This design comes from an exercise in tuning for small area on the open sky130 flow, not from production work.
The RTL was checked by simulation tests, not by an equivalence proof against the original design.
Power figures rest on the tool's default switching activity, not on a simulated workload.

==> design/flow/design.v <==
package mbrs_pkg;
    localparam logic [1:0] OP_RX_BYTE = 2'd0;
    localparam logic [1:0] OP_HOST_RD = 2'd1;
    localparam logic [1:0] OP_HOST_WR = 2'd2;
    localparam logic [7:0] FN_READ_REGS  = 8'h03;
    localparam logic [7:0] FN_WRITE_REGS = 8'h10;
    localparam logic [15:0] CRC_INIT = 16'hFFFF;
    localparam logic [15:0] CRC_POLY = 16'hA001;
    localparam logic [3:0] S_CLR  = 4'd0;    
    localparam logic [3:0] S_IDLE = 4'd1;    
    localparam logic [3:0] S_RXC  = 4'd2;    
    localparam logic [3:0] S_RXW  = 4'd3;    
    localparam logic [3:0] S_ACC  = 4'd4;    
    localparam logic [3:0] S_JDG  = 4'd5;    
    localparam logic [3:0] S_CMT  = 4'd6;    
    localparam logic [3:0] S_TXL  = 4'd7;    
    localparam logic [3:0] S_TXW  = 4'd8;    
    localparam logic [3:0] S_TXC  = 4'd9;    
    localparam logic [1:0] M_EXC  = 2'd0;
    localparam logic [1:0] M_ECHO = 2'd1;
    localparam logic [1:0] M_READ = 2'd2;
endpackage
module mbrs_crc (
    input  logic        i_clk,
    input  logic        i_init,
    input  logic        i_step,
    input  logic        i_bit,
    output logic [15:0] o_crc
);
    logic [15:0] r_crc;
    always_ff @(posedge i_clk) begin
        if (i_init) begin
            r_crc <= mbrs_pkg::CRC_INIT;
        end else if (i_step) begin
            r_crc <= {1'b0, r_crc[15:1]} ^ ((r_crc[0] ^ i_bit) ? mbrs_pkg::CRC_POLY : 16'h0000);
        end
    end
    assign o_crc = r_crc;
endmodule
module modbus_rtu_register_slave (
    input  logic        i_clk,
    input  logic        i_rst_n,
    input  logic        i_cfg_wr_en,
    input  logic [7:0]  i_cfg_wr_data,
    input  logic        i_valid,
    output logic        o_ready,
    input  logic [1:0]  i_func,
    input  logic [7:0]  i_rx_byte,
    input  logic        i_frame_end,
    input  logic [3:0]  i_host_index,
    input  logic [15:0] i_host_value,
    output logic        o_valid,
    input  logic        i_ready,
    output logic        o_kind,
    output logic [7:0]  o_tx_byte,
    output logic        o_last,
    output logic [15:0] o_read_value
);
    logic [3:0]  r_st;
    logic [3:0]  r_pos;
    logic [15:0] r_reg [16];
    logic [15:0] r_buf [16];
    logic [5:0]  r_len;
    logic        r_full;
    logic [7:0]  r_sid;
    logic        r_aok;      
    logic        r_abc;      
    logic [7:0]  r_fn;
    logic        r_bs;       
    logic [3:0]  r_start;
    logic        r_ch;       
    logic [4:0]  r_cnt;
    logic        r_bcq;      
    logic [1:0]  r_mode;
    logic [1:0]  r_code;
    logic        r_ovalid;
    logic        r_kind;
    logic        r_last;
    logic [15:0] r_d;
    logic [15:0] w_crc;
    logic        w_crc_init;
    logic        w_crc_step;
    logic        w_crc_bit;
    logic [15:0] w_rhead;
    logic [15:0] w_rnew;
    logic [15:0] w_bnew;
    logic        w_bwr;
    logic        w_slot_free;
    logic        w_store;
    logic [3:0]  w_idx;
    logic        w_aligned;
    logic        w_hit;
    logic        w_ph7;
    logic        w_rx_data;
    logic        w_is_rd;
    logic        w_is_wr;
    logic        w_frame_ok;
    logic        w_bad_cnt;
    logic        w_len_ok;
    logic        w_cnt_end;
    logic        w_tx_lo;
    logic        w_tx_hi;
    logic        w_tx_need;
    logic        w_tx_load;
    logic [7:0]  w_txb;
    logic        w_host_load;
    assign w_rhead     = r_reg[0];
    assign w_slot_free = !r_ovalid || i_ready;
    assign w_store     = !r_full && (r_len != 6'd63);
    assign w_idx       = r_start + r_len[4:1] + (r_len[0] ? 4'd13 : 4'd12);
    assign w_aligned   = (r_pos == w_idx);
    assign w_hit       = (r_pos == i_host_index);
    assign w_ph7       = (r_pos[2:0] == 3'd7);
    assign w_rx_data   = (r_len >= 6'd7) && (r_len <= 6'd38);
    assign w_is_rd    = (r_fn == mbrs_pkg::FN_READ_REGS);
    assign w_is_wr    = (r_fn == mbrs_pkg::FN_WRITE_REGS);
    assign w_frame_ok = !r_full && (r_len >= 6'd8) && r_aok && (w_crc == 16'h0000);
    assign w_bad_cnt  = r_ch || (r_cnt == 5'd0) || (({2'b00, r_start} + {1'b0, r_cnt}) > 6'd16);
    assign w_len_ok   = r_bcq && ({1'b0, r_len} == ({1'b0, r_cnt, 1'b0} + 7'd9));
    assign w_cnt_end  = ({1'b0, r_len} == ({1'b0, r_cnt, 1'b0} + 7'd7));
    always_comb begin
        case (r_mode)
            mbrs_pkg::M_READ: w_tx_lo = w_cnt_end;
            mbrs_pkg::M_ECHO: w_tx_lo = (r_len == 6'd10);
            default:          w_tx_lo = (r_len == 6'd7);
        endcase
        case (r_mode)
            mbrs_pkg::M_READ: w_tx_hi = ({1'b0, r_len} == ({1'b0, r_cnt, 1'b0} + 7'd8));
            mbrs_pkg::M_ECHO: w_tx_hi = (r_len == 6'd11);
            default:          w_tx_hi = (r_len == 6'd8);
        endcase
    end
    assign w_tx_need = (r_mode == mbrs_pkg::M_READ) && (r_len >= 6'd7) && !w_tx_lo && !w_tx_hi;
    always_comb begin
        if (w_tx_lo) begin
            w_txb = w_crc[7:0];
        end else if (w_tx_hi) begin
            w_txb = w_crc[15:8];
        end else if (r_len == 6'd4) begin
            w_txb = r_sid;
        end else if (r_len == 6'd5) begin
            w_txb = {r_fn[7] | (r_mode == mbrs_pkg::M_EXC), r_fn[6:0]};
        end else if (r_len == 6'd6) begin
            case (r_mode)
                mbrs_pkg::M_EXC:  w_txb = {6'd0, r_code};
                mbrs_pkg::M_READ: w_txb = {2'b00, r_cnt, 1'b0};
                default:          w_txb = 8'h00;
            endcase
        end else if (r_mode == mbrs_pkg::M_READ) begin
            w_txb = r_len[0] ? w_rhead[15:8] : w_rhead[7:0];
        end else begin
            case (r_len[1:0])
                2'd3:    w_txb = {4'd0, r_start};
                2'd1:    w_txb = {3'd0, r_cnt};
                default: w_txb = 8'h00;
            endcase
        end
    end
    assign w_tx_load   = (r_st == mbrs_pkg::S_TXL) && w_slot_free && (!w_tx_need || w_aligned);
    assign w_host_load = (r_st == mbrs_pkg::S_IDLE) && i_valid && (i_func == mbrs_pkg::OP_HOST_RD)
                         && w_hit && w_slot_free;
    assign w_crc_init = (r_st == mbrs_pkg::S_CLR) || (r_st == mbrs_pkg::S_JDG)
                        || (w_tx_load && w_tx_hi);
    assign w_crc_step = (r_st == mbrs_pkg::S_RXC) || (r_st == mbrs_pkg::S_TXC);
    assign w_crc_bit  = (r_st == mbrs_pkg::S_RXC) ? i_rx_byte[r_pos[2:0]] : r_d[{1'b0, r_pos[2:0]}];
    mbrs_crc u_crc (
        .i_clk  (i_clk),
        .i_init (w_crc_init),
        .i_step (w_crc_step),
        .i_bit  (w_crc_bit),
        .o_crc  (w_crc)
    );
    always_comb begin
        if (r_st == mbrs_pkg::S_CLR) begin
            w_rnew = 16'h0000;
        end else if ((r_st == mbrs_pkg::S_CMT) && w_aligned && r_len[0] && !w_cnt_end) begin
            w_rnew = r_buf[0];
        end else if ((r_st == mbrs_pkg::S_IDLE) && i_valid && (i_func == mbrs_pkg::OP_HOST_WR)
                     && w_hit) begin
            w_rnew = i_host_value;
        end else begin
            w_rnew = w_rhead;
        end
    end
    assign w_bwr  = (r_st == mbrs_pkg::S_RXW) && w_aligned;
    assign w_bnew = {(w_bwr && r_len[0])  ? i_rx_byte : r_buf[0][15:8],
                     (w_bwr && !r_len[0]) ? i_rx_byte : r_buf[0][7:0]};
    always_ff @(posedge i_clk) begin
        for (int i = 0; i < 15; i++) begin
            r_reg[i] <= r_reg[i + 1];
            r_buf[i] <= r_buf[i + 1];
        end
        r_reg[15] <= w_rnew;
        r_buf[15] <= w_bnew;
    end
    always_ff @(posedge i_clk) begin
        if ((r_st == mbrs_pkg::S_ACC) && (i_func == mbrs_pkg::OP_RX_BYTE) && w_store) begin
            case (r_len)
                6'd0: begin
                    r_aok <= (i_rx_byte == r_sid) || (i_rx_byte == 8'h00);
                    r_abc <= (i_rx_byte == 8'h00);
                end
                6'd1: r_fn <= i_rx_byte;
                6'd2: r_bs <= (i_rx_byte != 8'h00);
                6'd3: begin
                    r_bs    <= r_bs || (i_rx_byte[7:4] != 4'h0);
                    r_start <= i_rx_byte[3:0];
                end
                6'd4: r_ch <= (i_rx_byte != 8'h00);
                6'd5: begin
                    r_ch  <= r_ch || (i_rx_byte[7:5] != 3'd0);
                    r_cnt <= i_rx_byte[4:0];
                end
                6'd6: r_bcq <= !r_ch && (i_rx_byte == {2'b00, r_cnt, 1'b0});
                default: begin
                end
            endcase
        end
    end
    always_ff @(posedge i_clk) begin
        if (!i_rst_n) begin
            r_sid <= 8'h01;
        end else if (i_cfg_wr_en) begin
            r_sid <= i_cfg_wr_data;
        end
    end
    always_ff @(posedge i_clk) begin
        if (!i_rst_n) begin
            r_ovalid <= 1'b0;
        end else if (w_tx_load || w_host_load) begin
            r_ovalid <= 1'b1;
        end else if (i_ready) begin
            r_ovalid <= 1'b0;
        end
    end
    always_ff @(posedge i_clk) begin
        if (w_host_load) begin
            r_kind <= 1'b1;
            r_last <= 1'b1;
            r_d    <= w_rhead;
        end else if (w_tx_load) begin
            r_kind    <= 1'b0;
            r_last    <= w_tx_hi;
            r_d[7:0]  <= w_txb;
        end
    end
    assign o_valid      = r_ovalid;
    assign o_kind       = r_kind;
    assign o_last       = r_last;
    assign o_tx_byte    = r_kind ? 8'h00 : r_d[7:0];
    assign o_read_value = r_kind ? r_d : 16'h0000;
    assign o_ready = ((r_st == mbrs_pkg::S_IDLE) && !i_valid) || (r_st == mbrs_pkg::S_ACC);
    always_ff @(posedge i_clk) begin
        if (!i_rst_n) begin
            r_pos <= 4'd0;
        end else begin
            r_pos <= r_pos + 4'd1;
        end
    end
    always_ff @(posedge i_clk) begin
        if (!i_rst_n) begin
            r_st <= mbrs_pkg::S_CLR;
        end else begin
            case (r_st)
                mbrs_pkg::S_CLR: begin
                    r_len  <= 6'd0;
                    r_full <= 1'b0;
                    if (r_pos == 4'd15) begin
                        r_st <= mbrs_pkg::S_IDLE;
                    end
                end
                mbrs_pkg::S_IDLE: begin
                    if (i_valid) begin
                        case (i_func)
                            mbrs_pkg::OP_RX_BYTE: begin
                                if (!w_store) begin
                                    r_st <= mbrs_pkg::S_ACC;
                                end else if (w_ph7) begin
                                    r_st <= mbrs_pkg::S_RXC;
                                end
                            end
                            mbrs_pkg::OP_HOST_RD: begin
                                if (w_host_load) begin
                                    r_st <= mbrs_pkg::S_ACC;
                                end
                            end
                            mbrs_pkg::OP_HOST_WR: begin
                                if (w_hit) begin
                                    r_st <= mbrs_pkg::S_ACC;
                                end
                            end
                            default: begin
                                r_st <= mbrs_pkg::S_ACC;
                            end
                        endcase
                    end
                end
                mbrs_pkg::S_RXC: begin
                    if (w_ph7) begin
                        r_st <= w_rx_data ? mbrs_pkg::S_RXW : mbrs_pkg::S_ACC;
                    end
                end
                mbrs_pkg::S_RXW: begin
                    if (w_aligned) begin
                        r_st <= mbrs_pkg::S_ACC;
                    end
                end
                mbrs_pkg::S_ACC: begin
                    r_st <= mbrs_pkg::S_IDLE;
                    if (i_func == mbrs_pkg::OP_RX_BYTE) begin
                        if (w_store) begin
                            r_len <= r_len + 6'd1;
                        end else begin
                            r_full <= 1'b1;
                        end
                        if (i_frame_end) begin
                            r_st <= mbrs_pkg::S_JDG;
                        end
                    end
                end
                mbrs_pkg::S_JDG: begin
                    r_st   <= mbrs_pkg::S_IDLE;
                    r_len  <= 6'd0;
                    r_full <= 1'b0;
                    r_mode <= mbrs_pkg::M_EXC;
                    if (w_frame_ok) begin
                        if (w_is_rd) begin
                            if (!r_abc) begin
                                r_st  <= mbrs_pkg::S_TXL;
                                r_len <= 6'd4;
                                if (r_bs) begin
                                    r_code <= 2'd2;
                                end else if (w_bad_cnt) begin
                                    r_code <= 2'd3;
                                end else begin
                                    r_mode <= mbrs_pkg::M_READ;
                                end
                            end
                        end else if (w_is_wr) begin
                            if (w_len_ok) begin
                                if (r_bs) begin
                                    r_code <= 2'd2;
                                    if (!r_abc) begin
                                        r_st  <= mbrs_pkg::S_TXL;
                                        r_len <= 6'd4;
                                    end
                                end else if (w_bad_cnt) begin
                                    r_code <= 2'd3;
                                    if (!r_abc) begin
                                        r_st  <= mbrs_pkg::S_TXL;
                                        r_len <= 6'd4;
                                    end
                                end else begin
                                    r_st  <= mbrs_pkg::S_CMT;
                                    r_len <= 6'd7;
                                end
                            end
                        end else begin
                            r_code <= 2'd1;
                            if (!r_abc) begin
                                r_st  <= mbrs_pkg::S_TXL;
                                r_len <= 6'd4;
                            end
                        end
                    end
                end
                mbrs_pkg::S_CMT: begin
                    if (w_cnt_end) begin
                        r_mode <= mbrs_pkg::M_ECHO;
                        if (r_abc) begin
                            r_len  <= 6'd0;
                            r_full <= 1'b0;
                            r_st   <= mbrs_pkg::S_IDLE;
                        end else begin
                            r_len <= 6'd4;
                            r_st  <= mbrs_pkg::S_TXL;
                        end
                    end else if (w_aligned) begin
                        r_len <= r_len + 6'd1;
                    end
                end
                mbrs_pkg::S_TXL: begin
                    if (w_tx_load) begin
                        if (w_tx_hi) begin
                            r_len  <= 6'd0;
                            r_full <= 1'b0;
                            r_st   <= mbrs_pkg::S_IDLE;
                        end else if (w_tx_lo) begin
                            r_len <= r_len + 6'd1;
                        end else begin
                            r_st <= mbrs_pkg::S_TXW;
                        end
                    end
                end
                mbrs_pkg::S_TXW: begin
                    if (w_ph7) begin
                        r_st <= mbrs_pkg::S_TXC;
                    end
                end
                mbrs_pkg::S_TXC: begin
                    if (w_ph7) begin
                        r_len <= r_len + 6'd1;
                        r_st  <= mbrs_pkg::S_TXL;
                    end
                end
                default: begin
                    r_st <= mbrs_pkg::S_CLR;
                end
            endcase
        end
    end
endmodule
==> design/flow/run.sh <==
#!/bin/bash
# synth_recipe.tcl (not shown) runs the flow's synth.tcl, then flattens the netlist and writes it again
# the make line also repeats each setting of config.mk as NAME=value (left out here)
make -C /OpenROAD-flow-scripts/flow DESIGN_CONFIG=/design/flow/config.mk WORK_HOME=/design/flow/orfs CLKGATE_MAP_FILE= SYNTH_SCRIPT=/design/flow/synth_recipe.tcl finish
==> design/flow/config.mk <==
export PLATFORM = sky130hd
export DESIGN_NAME = modbus_rtu_register_slave
export DESIGN_NICKNAME = modbus_rtu_register_slave
export VERILOG_FILES = /design/flow/design.v
export SDC_FILE = /design/flow/constraint.sdc
export NUM_CORES = 4
export LEC_CHECK = 0
export CAP_MARGIN = 20
export CORE_MARGIN = 2
export CORE_UTILIZATION = 40
export SLEW_MARGIN = 20
==> design/flow/constraint.sdc <==
create_clock -name core_clock -period 10.0 [get_ports {i_clk}]
set_input_delay 2.0000 -clock core_clock [delete_from_list [all_inputs] [get_ports {i_clk}]]
set_output_delay 2.0000 -clock core_clock [all_outputs]
set_load 0.01 [all_outputs]
==> results.json <==
{
  "gp_congestion": 0.860,
  "synth_nets": 1282,
  "grt_max_degree": 33,
  "endpoint": "o_ready",
  "vias": 8963,
  "reg2reg_slack_ns": 5.97,
  "cp-startpoint": "i_valid",
  "rsz0062_at_grt": "no",
  "setup_slack_ns": 4.57,
  "areaGrowthSynthToFinish_pct": 18.6,
  "synth_area_um2": 16600,
  "start_util": 0.406,
  "grt_pass1_vias": 8821,
  "grt_pass1_wl_um": 52200,
  "grt_overflow": 0,
  "power_leakage_nw": 7.86,
  "ant_nets": 0,
  "die_area_um2": 43100,
  "clkPwrFrac": 0.382,
  "r2r_cells": 10,
  "skew_ns": 0.0644,
  "r2r-end": "r_len[5]$_DFFE_PP_",
  "wl_per_cell_um": 18.1,
  "drive_gt1_frac": 0.103,
  "clk_latency_ns": 0.63,
  "finalSetupTns_ns": 0,
  "powerDensity_nw_per_um2": 272,
  "worst_setup_path_start_kind": "input port",
  "fin_crit_ns": 5.43,
  "setup_viol_count_final": 0,
  "post_cts_resized": 0,
  "ys_seq_area_frac": 0.750,
  "ir_worst_vdd_mv": 0.143,
  "clk_pin_slew_ns": 0.06,
  "placedCellCount": 1780,
  "dpl_worst_slack_ns": 4.58,
  "post-route-period-util": 0.543,
  "io_buffers": 71,
  "clockBufferDepth": 3,
  "layout.nets": 1371,
  "finalWirelength_um": 34000,
  "n_antenna_cell": 0,
  "synth_edf_count": 49,
  "drc": 0,
  "drt_iter0_drc": 498,
  "ys_warn_count": 4,
  "die_w_um": 208,
  "synth_cells": 1215,
  "cts_tree": "done",
  "path_class": "input port to primary output",
  "end_kind": "primary output",
  "worst_slew_pin_slew_ns": 1.10,
  "core_area_um2": 40800,
  "max_freq_ghz": 0.184,
  "synth-seq-cells": 596,
  "ios": 72,
  "arrival_ns": 3.43,
  "pwr-share-comb": 0.129,
  "cts_root_buf": "clkbuf_16",
  "antenna_found_initial": 0,
  "maxCapViolCount": 0,
  "async_flop_share": 0,
  "p_int_mw": 3.96,
  "postCtsSetupBuffers": 0,
  "rows": 74,
  "nFillCells": 3553,
  "slew_headroom": 0.269,
  "viasPerCell": 4.77,
  "finalHoldViolations": 0,
  "synth_flop_cell": "dfxtp_1",
  "firstDrtPassIters": 5,
  "h-tree-depth": 2,
  "cts_buffers": 54,
  "grt.total_usage": 0.158,
  "finalMaxSlewViolations": 0,
  "synth_cell_types": 73,
  "fp.dieH_um": 208,
  "cts_sinks": 596,
  "path_max_fanout": 5,
  "syn_area_per_cell_um2": 13.6,
  "status": "timing/DRC/antenna clean",
  "dp_hpwl_um": 23200,
  "power_mw": 5.36,
  "worstPathRequired_ns": 8.00,
  "sequentialPowerShare": 0.488,
  "swShare": 0.260,
  "r2r-start": "r_len[1]$_DFFE_PP_",
  "hp-class": "flop to flop",
  "switching_power_mw": 1.39,
  "hold_buffers": 0,
  "fin_util": 0.481,
  "final_cells": 1878
}
synth_stat cells (all sizes together) (5+ instances only):
| library cell | number | area share |
|---|---|---|
| a211oi | 18 | 0.0082 |
| a21o | 7 | 0.0032 |
| a21oi | 35 | 0.011 |
| a311oi | 5 | 0.0038 |
| a31oi | 12 | 0.0053 |
| and2 | 30 | 0.011 |
| and3 | 5 | 0.0019 |
| buf | 13 | 0.0047 |
| clkbuf | 30 | 0.0068 |
| dfxtp | 547 | 0.66 |
| edfxtp | 49 | 0.089 |
| ha | 20 | 0.015 |
| inv | 27 | 0.0061 |
| mux2 | 19 | 0.013 |
| mux2i | 35 | 0.021 |
| nand2 | 65 | 0.015 |
| nand3 | 23 | 0.0069 |
| nand4 | 9 | 0.0034 |
| nor2 | 68 | 0.016 |
| nor2b | 17 | 0.0064 |
| nor3 | 10 | 0.0030 |
| nor4 | 14 | 0.0060 |
| nor4b | 6 | 0.0059 |
| o211ai | 13 | 0.0059 |
| o21ai | 33 | 0.010 |
| or3 | 5 | 0.0022 |
| or4 | 7 | 0.0034 |
| xnor2 | 12 | 0.0063 |
| xor2 | 26 | 0.014 |
per-layer routing:
metal  wire [um]  vias up  share of wire  track usage
met4        1170        0          0.034       0.0650
met2       15200      237           0.45        0.242
met3        1820       68          0.054       0.0399
li1            -     4341              -            -
met5           0        -              0            0
met1       15800     4317           0.47        0.214
worst min-delay path by stage:
stage / end / startpoint / cells past startpoint / slack (ns)
after floorplan: r_buf[0][0]$_DFF_P_ / r_buf[1][0]$_DFF_P_ / 0 / 0.31
after global placement: r_buf[0][13]$_DFF_P_ / r_buf[1][13]$_DFF_P_ / 0 / 0.31
after detailed placement: r_buf[12][1]$_DFF_P_ / r_buf[13][1]$_DFF_P_ / 0 / 0.31
after CTS: r_reg[11][12]$_DFF_P_ / r_reg[12][12]$_DFF_P_ / 0 / 0.28
after global routing: r_reg[3][10]$_DFF_P_ / r_reg[4][10]$_DFF_P_ / 0 / 0.29
final: r_buf[2][11]$_DFF_P_ / r_buf[3][11]$_DFF_P_ / 0 / 0.28
power groups by stage:
stage / clock network (mW) / registers (mW) / logic, mW
CTS: 2.10 / 2.61 / 0.694
finish: 2.05 / 2.62 / 0.692
global placement: 0 / 2.66 / 0.684
global route: 2.20 / 2.63 / 0.759
detailed placement: 0 / 2.66 / 0.692
floorplan: 0 / 2.60 / 0.496
cell usage in the layout, fill, tap and decap left out, drive strengths merged, types with 13 or more instances in the layout:
cell and count:
dfxtp 547, clkbuf 77, clkdlybuf4s50 71, nor2 68
nand2 65, edfxtp 49, mux2i 35, a21oi 35
o21ai 33, inv 32, and2 30, xor2 26
nand3 23, ha 20, mux2 19, a211oi 18
nor2b 17, clkinv 15, nor4 14, o211ai 13
area by class of cell:
class	count	area, um2	area share
multi-input combinational	547	3870	0.197
sequential	596	12400	0.632
timing repair buffer	76	748	0.0381
tap	532	666	0.0339
inverter	29	109	0.00554
clock inverter	21	264	0.0134
clock buffer	77	1580	0.0803
metrics by stage:
step	instance area, um2	hold WS [ns]
detailed placement	17800	0.312
CTS	19700	0.284
global placement	17800	0.310
finish	19700	0.284
global route	19700	0.288
floorplan	16600	0.310
logic make-up (layout without fill, tap and decap cells):
kind of cell / Yosys count / in the layout / share of synthesized area
and+or+nand+nor: 267 / 267 / 0.0841
AOI/OAI and AO/OA: 159 / 159 / 0.0672
adders and majority gates: 23 / 23 / 0.0187
DFF: 596 / 596 / 0.750
xor gates and xnor gates: 40 / 40 / 0.0229
muxes: 58 / 58 / 0.0395
buffers and inverters: 72 / 203 / 0.0180
worst max-delay path: stages:
cell	delay, ns
clkdlybuf4s50_1	0.48
nor3_1	0.16
a21oi_1	0.06
nor3_1	0.16
clkdlybuf4s50_1	0.56

[afterwards: timing with drivers on the ports]
No port has a modelled driver above. Below, the same layout with a new extraction and two added sets of constraints. Step 1 assumes that a clkbuf_16 drives the clock port and a buf_2 every other input. Step 2 moves the port delays by t, midway between the first and last clock arrival at a register: inputs arrive t later, outputs are due t later. That takes back most of the time a late clock gives input paths. Slacks: no drivers / after step 1 / after step 2; pairs: no drivers / after step 1.
t (ns): 0.647
slack for setup (ns): 4.574 / 4.548 / 4.548
worst hold slack (ns): 0.284 / 0.284 / 0.284
After both steps this run still meets setup and hold. For this run, drivers alone change the setup slack by -0.026 ns; drivers and shift together by -0.026 ns.
